This design comes from an exercise in tuning for small area on the open sky130 flow, not from production work. Function was checked by simulation only, so behaviour that the tests miss may differ from the original. Power is estimated from default activity; no workload was simulated.

v55:
// yWriteBack
module yWriteBack
(
   input logic clock,
   input logic reset,
   input logic dpDone,
   input logic cpDone,
   input yRowPkg::rowAddr diagAddr,
   input yRowPkg::rowAddr nonDiagAddr,
   input yRowPkg::slotOneHot diagSlot,
   input yRowPkg::slotOneHot nonDiagSlot,
   input yRowPkg::yEntry computedDiag,
   input yRowPkg::yEntry changeData,
   input yRowPkg::rowData readData1,
   input yRowPkg::rowData readData2,
   output yRowPkg::rowAddr readAddr1,
   output yRowPkg::rowAddr readAddr2,
   output yRowPkg::rowAddr writeAddr,
   output yRowPkg::rowData writeData,
   output logic writeEnable,
   output logic writeDone
);
   logic idle;
   logic advance;
   logic nonDiagPhase;
   yRowPkg::rowAddr updDiagRow;
   yRowPkg::rowAddr updNonDiagRow;
   yRowPkg::slotIndex updDiagIdx;
   yRowPkg::slotIndex updNonDiagIdx;
   logic updSlotsLegal;
   logic updSameRow;
   yRowPkg::yEntry updDiagValue;
   yRowPkg::yEntry updChangeValue;
   updateDecode decode0
   (
      .clock(clock),
      .dpDone(dpDone),
      .idle(idle),
      .advance(advance),
      .diagAddr(diagAddr),
      .nonDiagAddr(nonDiagAddr),
      .diagSlot(diagSlot),
      .nonDiagSlot(nonDiagSlot),
      .computedDiag(computedDiag),
      .changeData(changeData),
      .updDiagRow(updDiagRow),
      .updNonDiagRow(updNonDiagRow),
      .updDiagIdx(updDiagIdx),
      .updNonDiagIdx(updNonDiagIdx),
      .updSlotsLegal(updSlotsLegal),
      .updSameRow(updSameRow),
      .updDiagValue(updDiagValue),
  ...
clock: 5.0 ns
lec_check: 0
cap_margin: 20
core_area: 5 5 225 225
die_area: 0 0 230 230
slew_margin: 20
standard.sh (not shown) runs the stock make flow with config.mk's settings and CLKGATE_MAP_FILE= SYNTH_SCRIPT=/design/flow/synth_recipe.tcl, a recipe that flattens the netlist after the stock synthesis.
==> flow/flow/run.sh <==
#!/bin/bash
# Standard ORFS layout, with the port buffers made of the smallest buffer cell
# and a clock tree of small buffers without dummy loads.
set -euo pipefail
export BUFFER_PORTS_ARGS="-buffer_cell sky130_fd_sc_hd__buf_1"
export CTS_ARGS="-sink_clustering_enable -repair_clock_nets -buf_list sky130_fd_sc_hd__clkbuf_4 -sink_clustering_size 12 -sink_clustering_max_diameter 40 -dont_use_dummy_load"
export PLACE_PINS_ARGS="-min_distance 1 -min_distance_in_tracks"
bash standard.sh "PLACE_PINS_ARGS=$PLACE_PINS_ARGS" "BUFFER_PORTS_ARGS=$BUFFER_PORTS_ARGS" "CTS_ARGS=$CTS_ARGS" finish > flow_make.log 2>&1
v55 reached the end of the flow, and the finished layout is clean on the timing, design-rule and antenna checks.
#### Input delta (v37 over v55)
- swapping 0 0 230 230 for 0 0 350 350 in DIE_AREA
- swapping 5 5 225 225 for 10 10 340 340 in CORE_AREA
==> flow/run.sh (new file) <==
#!/bin/bash
# synth_recipe.tcl (not shown) runs the flow's synth.tcl, then flattens the netlist and writes it again
# the make line also repeats each setting of config.mk as NAME=value (left out here)
make -C /OpenROAD-flow-scripts/flow DESIGN_CONFIG=/design/flow/config.mk WORK_HOME=/design/flow/orfs CLKGATE_MAP_FILE= SYNTH_SCRIPT=/design/flow/synth_recipe.tcl finish
removed: flow/flow/run.sh
removed: flow/standard.sh
### Flow results
In v37 the fraction of standard cell area that is sequential turned out 13 points lower than in v55.
Diff v37 and v55: largest voltage drop on the vdd net higher in v55
Each of the runs, namely v37 and v55, reached the end of the flow and came out clean.
Comparing v37 and v55, the higher number of global-route vias before repair is on v37.
[compare] base=v55 new=v37: total chip power went up 45%; sum of routed wire length over all layers went up about 60%; clock transition at the register clock pins on the worst setup and hold paths after CTS went down 0.04 ns.
The following lists how v46 was set up differently from v37:
- swapping 0 0 350 350 for 0 0 230 230 in DIE_AREA
- swapping 10 10 340 340 for 5 5 225 225 in CORE_AREA
==> flow/flow/run.sh (new file) <==
#!/bin/bash
# Standard ORFS layout, with the port buffers made of the smallest buffer cell
# and a clock tree of small buffers without dummy loads.
set -euo pipefail
export BUFFER_PORTS_ARGS="-buffer_cell sky130_fd_sc_hd__buf_1"
export CTS_ARGS="-sink_clustering_enable -repair_clock_nets -buf_list sky130_fd_sc_hd__clkbuf_8 -sink_clustering_size 20 -sink_clustering_max_diameter 60 -dont_use_dummy_load"
export PLACE_PINS_ARGS="-min_distance 1 -min_distance_in_tracks"
bash standard.sh "PLACE_PINS_ARGS=$PLACE_PINS_ARGS" "BUFFER_PORTS_ARGS=$BUFFER_PORTS_ARGS" "CTS_ARGS=$CTS_ARGS" finish > flow_make.log 2>&1
==> flow/standard.sh (new file) <==
#!/bin/bash
# synth_recipe.tcl (not shown) runs the flow's synth.tcl, then flattens the netlist and writes it again
# the make line also repeats each setting of config.mk as NAME=value (left out here)
make -C /OpenROAD-flow-scripts/flow DESIGN_CONFIG=/design/flow/config.mk WORK_HOME=/design/flow/orfs CLKGATE_MAP_FILE= SYNTH_SCRIPT=/design/flow/synth_recipe.tcl "${@:-finish}"
removed: flow/run.sh
Results
Of v37 and v46, the higher layout net count belongs to v37. The critical path depth number comes out higher for v46 vs v37. v37 ended up with writeData[233] as its destination of the critical timing path; v46 ended up with writeData[42]. Chip width is higher on v37. v37 → v46: number of H-tree levels shows a reduction of 1, wire length fell about 40%.

The RTL this note starts from:
==> flow/design.v <==
`timescale 1ns/1ps
package yRowPkg;
   typedef logic [256-1:0] rowData;        
   typedef logic [48-1:0] yEntry;       
   typedef logic [11-1:0] rowAddr;
   typedef logic [4-1:0] slotOneHot;        
   typedef logic [$clog2(4)-1:0] slotIndex;
endpackage
`timescale 1ns/1ps
package yCtrlPkg;
   typedef enum logic [2:0]
   {
      IDLE,
      WAIT1,    
      WAIT2,    
      WRITE_D,  
      WRITE_N,  
      GAP       
   } seqState;
endpackage
`timescale 1ns/1ps
module updateDecode
(
   input logic clock,
   input logic dpDone,
   input logic idle,
   input logic advance,
   input yRowPkg::rowAddr diagAddr,
   input yRowPkg::rowAddr nonDiagAddr,
   input yRowPkg::slotOneHot diagSlot,
   input yRowPkg::slotOneHot nonDiagSlot,
   input yRowPkg::yEntry computedDiag,
   input yRowPkg::yEntry changeData,
   output yRowPkg::rowAddr updDiagRow,
   output yRowPkg::rowAddr updNonDiagRow,
   output yRowPkg::slotIndex updDiagIdx,
   output yRowPkg::slotIndex updNonDiagIdx,
   output logic updSlotsLegal,
   output logic updSameRow,
   output yRowPkg::yEntry updDiagValue,
   output yRowPkg::yEntry updChangeValue
);
   yRowPkg::rowAddr diagRowQ;
   yRowPkg::rowAddr nonDiagRowQ;
   yRowPkg::slotIndex diagIdxQ;
   yRowPkg::slotIndex nonDiagIdxQ;
   logic codesQ;
   logic codesOk;
   yRowPkg::yEntry diagValueQ;
   yRowPkg::yEntry changeValueQ;
   function automatic yRowPkg::slotIndex encodeSlot(input yRowPkg::slotOneHot code);
      yRowPkg::slotIndex idx;
      idx = '0;
      for (int k = 0; k < 4; k++)
         if (code[k])
            idx = k[$clog2(4)-1:0];
      encodeSlot = idx;
   endfunction
   function automatic logic isOneHot(input yRowPkg::slotOneHot code);
      isOneHot = (code[0] || code[1] || code[2] || code[3])
         && !(code[0] && code[1]) && !(code[2] && code[3])
         && !((code[0] || code[1]) && (code[2] || code[3]));
   endfunction
   always_ff @(posedge clock)
   begin
      if (idle && dpDone)
      begin
         diagRowQ <= diagAddr;
         nonDiagRowQ <= nonDiagAddr;
         diagIdxQ <= encodeSlot(diagSlot);
         nonDiagIdxQ <= encodeSlot(nonDiagSlot);
         codesQ <= isOneHot(diagSlot) && isOneHot(nonDiagSlot);
         diagValueQ <= computedDiag;
         changeValueQ <= changeData;
      end
   end
   assign updSameRow = (updDiagRow == updNonDiagRow);
   assign updSlotsLegal = codesOk && !(updSameRow && (updDiagIdx == updNonDiagIdx));
   always_ff @(posedge clock)
   begin
      if (advance)
      begin
         updDiagRow <= diagRowQ;
         updNonDiagRow <= nonDiagRowQ;
         updDiagIdx <= diagIdxQ;
         updNonDiagIdx <= nonDiagIdxQ;
         codesOk <= codesQ;
         updDiagValue <= diagValueQ;
         updChangeValue <= changeValueQ;
      end
   end
endmodule
`timescale 1ns/1ps
module writeBackSequencer
(
   input logic clock,
   input logic reset,
   input logic dpDone,
   input logic cpDone,
   input yRowPkg::rowAddr updDiagRow,
   input yRowPkg::rowAddr updNonDiagRow,
   input logic updSameRow,
   output logic idle,
   output logic advance,
   output logic nonDiagPhase,
   output yRowPkg::rowAddr readAddr1,
   output yRowPkg::rowAddr readAddr2,
   output yRowPkg::rowAddr writeAddr,
   output logic writeEnable,
   output logic writeDone
);
   yCtrlPkg::seqState state;
   yCtrlPkg::seqState nextState;
   logic secondSet;
   logic accept;
   logic setEnd;    
   assign nonDiagPhase = (state == yCtrlPkg::WRITE_N);
   assign writeEnable = (state == yCtrlPkg::WRITE_D) || nonDiagPhase;
   assign setEnd = nonDiagPhase || (state == yCtrlPkg::WRITE_D && updSameRow);
   assign writeDone = setEnd && secondSet;
   assign idle = (state == yCtrlPkg::IDLE) || writeDone;    
   assign accept = idle && dpDone && cpDone;
   assign advance = accept || (setEnd && !secondSet);
   always_comb
   begin
      case (state)
         yCtrlPkg::IDLE:
            nextState = accept ? yCtrlPkg::WAIT1 : yCtrlPkg::IDLE;
         yCtrlPkg::WAIT1:
            nextState = yCtrlPkg::WAIT2;
         yCtrlPkg::WAIT2:
            nextState = yCtrlPkg::WRITE_D;
         yCtrlPkg::WRITE_D:
            if (!updSameRow)
               nextState = yCtrlPkg::WRITE_N;
            else
               nextState = !secondSet ? yCtrlPkg::GAP
                  : accept ? yCtrlPkg::WAIT1 : yCtrlPkg::IDLE;
         yCtrlPkg::WRITE_N:
            nextState = !secondSet ? yCtrlPkg::GAP
               : accept ? yCtrlPkg::WAIT1 : yCtrlPkg::IDLE;
         default:
            nextState = yCtrlPkg::WRITE_D;
      endcase
   end
   always_ff @(posedge clock)
   begin
      if (!reset)
      begin
         state <= yCtrlPkg::IDLE;
         secondSet <= 1'b0;
      end
      else
      begin
         state <= nextState;
         if (setEnd)
            secondSet <= !secondSet;
      end
   end
   assign readAddr1 = (state == yCtrlPkg::WRITE_D && !updSameRow) ? updNonDiagRow : updDiagRow;
   assign readAddr2 = readAddr1;
   assign writeAddr = nonDiagPhase ? updNonDiagRow : updDiagRow;
endmodule
`timescale 1ns/1ps
module rowMerge
(
   input logic [4-1:0] takeDiag,
   input logic [4-1:0] takeChange,
   input logic [4-1:0] keepOld,
   input logic updSlotsLegal,
   input yRowPkg::yEntry updDiagValue,
   input yRowPkg::yEntry updChangeValue,
   input yRowPkg::rowData readData1,
   output yRowPkg::rowData writeData
);
   always_comb
   begin
      for (int s = 0; s < 4; s++)
      begin
         for (int b = 0; b < 48; b++)
            writeData[s * 64 + b] = (readData1[s * 64 + b] && keepOld[s])
               || (updDiagValue[b] && takeDiag[s]) || (updChangeValue[b] && takeChange[s]);
         for (int b = 48; b < 64; b++)
            writeData[s * 64 + b] = readData1[s * 64 + b] && updSlotsLegal;
      end
   end
endmodule
`timescale 1ns/1ps
module yWriteBack
(
   input logic clock,
   input logic reset,
   input logic dpDone,
   input logic cpDone,
   input yRowPkg::rowAddr diagAddr,
   input yRowPkg::rowAddr nonDiagAddr,
   input yRowPkg::slotOneHot diagSlot,
   input yRowPkg::slotOneHot nonDiagSlot,
   input yRowPkg::yEntry computedDiag,
   input yRowPkg::yEntry changeData,
   input yRowPkg::rowData readData1,
   input yRowPkg::rowData readData2,
   output yRowPkg::rowAddr readAddr1,
   output yRowPkg::rowAddr readAddr2,
   output yRowPkg::rowAddr writeAddr,
   output yRowPkg::rowData writeData,
   output logic writeEnable,
   output logic writeDone
);
   logic idle;
   logic advance;
   logic nonDiagPhase;
   yRowPkg::rowAddr updDiagRow;
   yRowPkg::rowAddr updNonDiagRow;
   yRowPkg::slotIndex updDiagIdx;
   yRowPkg::slotIndex updNonDiagIdx;
   logic updSlotsLegal;
   logic updSameRow;
   yRowPkg::yEntry updDiagValue;
   yRowPkg::yEntry updChangeValue;
   updateDecode decode0
   (
      .clock(clock),
      .dpDone(dpDone),
      .idle(idle),
      .advance(advance),
      .diagAddr(diagAddr),
      .nonDiagAddr(nonDiagAddr),
      .diagSlot(diagSlot),
      .nonDiagSlot(nonDiagSlot),
      .computedDiag(computedDiag),
      .changeData(changeData),
      .updDiagRow(updDiagRow),
      .updNonDiagRow(updNonDiagRow),
      .updDiagIdx(updDiagIdx),
      .updNonDiagIdx(updNonDiagIdx),
      .updSlotsLegal(updSlotsLegal),
      .updSameRow(updSameRow),
      .updDiagValue(updDiagValue),
      .updChangeValue(updChangeValue)
   );
   writeBackSequencer sequencer0
   (
      .clock(clock),
      .reset(reset),
      .dpDone(dpDone),
      .cpDone(cpDone),
      .updDiagRow(updDiagRow),
      .updNonDiagRow(updNonDiagRow),
      .updSameRow(updSameRow),
      .idle(idle),
      .advance(advance),
      .nonDiagPhase(nonDiagPhase),
      .readAddr1(readAddr1),
      .readAddr2(readAddr2),
      .writeAddr(writeAddr),
      .writeEnable(writeEnable),
      .writeDone(writeDone)
   );
   logic [4-1:0] takeDiag;
   logic [4-1:0] takeChange;
   logic [4-1:0] keepOld;
   always_comb
   begin
      for (int s = 0; s < 4; s++)
      begin
         takeDiag[s] = updSlotsLegal && !nonDiagPhase && (updDiagIdx == s);
         takeChange[s] = updSlotsLegal && (nonDiagPhase || updSameRow)
            && (updNonDiagIdx == s);
         keepOld[s] = updSlotsLegal && !takeDiag[s] && !takeChange[s];
      end
   end
   rowMerge merge0
   (
      .takeDiag(takeDiag),
      .takeChange(takeChange),
      .keepOld(keepOld),
      .updSlotsLegal(updSlotsLegal),
      .updDiagValue(updDiagValue),
      .updChangeValue(updChangeValue),
      .readData1(readData1),
      .writeData(writeData)
   );
endmodule
export LEC_CHECK = 0
export CAP_MARGIN = 0
export CELL_PAD_IN_SITES_DETAIL_PLACEMENT = 1
export CELL_PAD_IN_SITES_GLOBAL_PLACEMENT = 1
export CORE_AREA = 12 12 228 228
export DIE_AREA = 0 0 240 240
export SLEW_MARGIN = 0
export SYNTH_HIERARCHICAL = 1
export SYNTH_MINIMUM_KEEP_SIZE = 0
create_clock -name core_clock -period 5.0 [get_ports {clock}]
==> flow/flow/run.sh <==
#!/bin/bash
# Standard ORFS layout, with the port buffers made of the smallest buffer cell
# and a clock tree of small buffers without dummy loads.
set -euo pipefail
export BUFFER_PORTS_ARGS="-buffer_cell sky130_fd_sc_hd__buf_1"
export CTS_ARGS="-sink_clustering_enable -repair_clock_nets -buf_list sky130_fd_sc_hd__clkbuf_8 -sink_clustering_size 20 -sink_clustering_max_diameter 60 -dont_use_dummy_load"
export PLACE_PINS_ARGS="-min_distance 1 -min_distance_in_tracks"
bash standard.sh "PLACE_PINS_ARGS=$PLACE_PINS_ARGS" "BUFFER_PORTS_ARGS=$BUFFER_PORTS_ARGS" "CTS_ARGS=$CTS_ARGS" finish > flow_make.log 2>&1
Rerun with:
==> flow/flow/run.sh (replaced) <==
#!/bin/bash
# Standard ORFS layout, with the port buffers made of the smallest buffer cell
# and a clock tree of small buffers without dummy loads.
set -euo pipefail
export BUFFER_PORTS_ARGS="-buffer_cell sky130_fd_sc_hd__buf_1"
export CTS_ARGS="-sink_clustering_enable -repair_clock_nets -buf_list sky130_fd_sc_hd__clkbuf_8 -sink_clustering_size 20 -sink_clustering_max_diameter 60 -dont_use_dummy_load"
bash standard.sh "BUFFER_PORTS_ARGS=$BUFFER_PORTS_ARGS" "CTS_ARGS=$CTS_ARGS" finish > flow_make.log 2>&1
Settings changed: CAP_MARGIN 0 to 20, CELL_PAD_IN_SITES_GLOBAL_PLACEMENT 1 to 2, CORE_AREA 12 12 228 228 to 10 10 340 340, DIE_AREA 0 0 240 240 to 0 0 350 350, PLACE_DENSITY set to 0.4, SLEW_MARGIN 0 to 20.
Result: The new run completed without violations. Critical path depth drops by 1. Routed wire length rises by 32%. Sequential share of layout area went down by 3.8 points. Utilization decreases by 18 points. Register-to-register slack is worse by 230 ps. Worst hold slack is worse by 34 ps. Global-route usage goes down by 7.1 points.
Rerun with:
==> flow/flow/run.sh (replaced) <==
#!/bin/bash
# Standard ORFS layout, with the port buffers made of the smallest buffer cell
# and a clock tree of small buffers without dummy loads.
set -euo pipefail
export BUFFER_PORTS_ARGS="-buffer_cell sky130_fd_sc_hd__buf_1"
export CTS_ARGS="-sink_clustering_enable -repair_clock_nets -buf_list sky130_fd_sc_hd__clkbuf_8 -sink_clustering_size 24 -sink_clustering_max_diameter 70 -dont_use_dummy_load"
export PLACE_PINS_ARGS="-min_distance 1 -min_distance_in_tracks"
bash standard.sh "PLACE_PINS_ARGS=$PLACE_PINS_ARGS" "BUFFER_PORTS_ARGS=$BUFFER_PORTS_ARGS" "CTS_ARGS=$CTS_ARGS" finish > flow_make.log 2>&1
Settings changed: CAP_MARGIN 20 to 10, CELL_PAD_IN_SITES_GLOBAL_PLACEMENT 2 to 1, CORE_AREA 10 10 340 340 to 12 12 228 228, DIE_AREA 0 0 350 350 to 0 0 240 240, PLACE_DENSITY 0.4 to unset, SLEW_MARGIN 20 to 10.
Cell count is lower by 27%.
Synthesized area stays the same.
Critical path depth is higher by 1.
Worst setup slack is better by 8.9 ps.
First-iteration DRC count is higher by 31%.
Clock skew is lower by 45 ps.
Sequential cell count stays the same.
Core utilization is higher by 18 points.
Rerun with:
--- a/flow/flow/run.sh
+++ b/flow/flow/run.sh
@@ -5,3 +5,3 @@
 export BUFFER_PORTS_ARGS="-buffer_cell sky130_fd_sc_hd__buf_1"
-export CTS_ARGS="-sink_clustering_enable -repair_clock_nets -buf_list sky130_fd_sc_hd__clkbuf_8 -sink_clustering_size 24 -sink_clustering_max_diameter 70 -dont_use_dummy_load"
+export CTS_ARGS="-sink_clustering_enable -repair_clock_nets -buf_list sky130_fd_sc_hd__clkbuf_8 -sink_clustering_size 20 -sink_clustering_max_diameter 60 -dont_use_dummy_load"
 export PLACE_PINS_ARGS="-min_distance 1 -min_distance_in_tracks"
Settings changed: CORE_AREA 12 12 228 228 to 5 5 225 225, DIE_AREA 0 0 240 240 to 0 0 230 230.
After rerunning: Setup slack improved by 110 ps; final cell count rose by 0.69%; final area came out higher by 0.37%.

[static timing again, ports no longer ideal]
The results above use ideal ports. As a check the final layouts listed here were re-extracted and re-timed, cells and wires unchanged. Step 1 sets driving cells, clkbuf_16 on the clock port and buf_2 on the other inputs (assumed; they add their load-dependent delay and slew). Step 2 adds t to the input delays and takes it off the output delays; t is the mean of the earliest and latest rising clock arrival at the registers after step 1. Input paths then give back, and output paths get back, about the clock's delay inside the block. Slacks: no drivers / after step 1 / after step 2; pairs: no drivers / after step 1.
run	t (ns)	setup WS [ns]	worst register clock-pin slew, ns
v55	0.735	0.450 / 0.404 / 1.138	0.12 / 0.12
v37	0.618	0.270 / 0.219 / 0.837	0.06 / 0.06
v46	0.605	0.624 / 0.574 / 1.179	0.11 / 0.11
the first run of note 2	0.589	0.244 / 0.199 / 0.788	0.11 / 0.11
the second run of note 2	0.673	0.231 / 0.175 / 0.849	0.10 / 0.10
the third run of note 2	0.595	0.240 / 0.196 / 0.791	0.12 / 0.12
the fourth run of note 2	0.618	0.348 / 0.302 / 0.920	0.10 / 0.10
After both steps setup and hold are still met in every run listed.
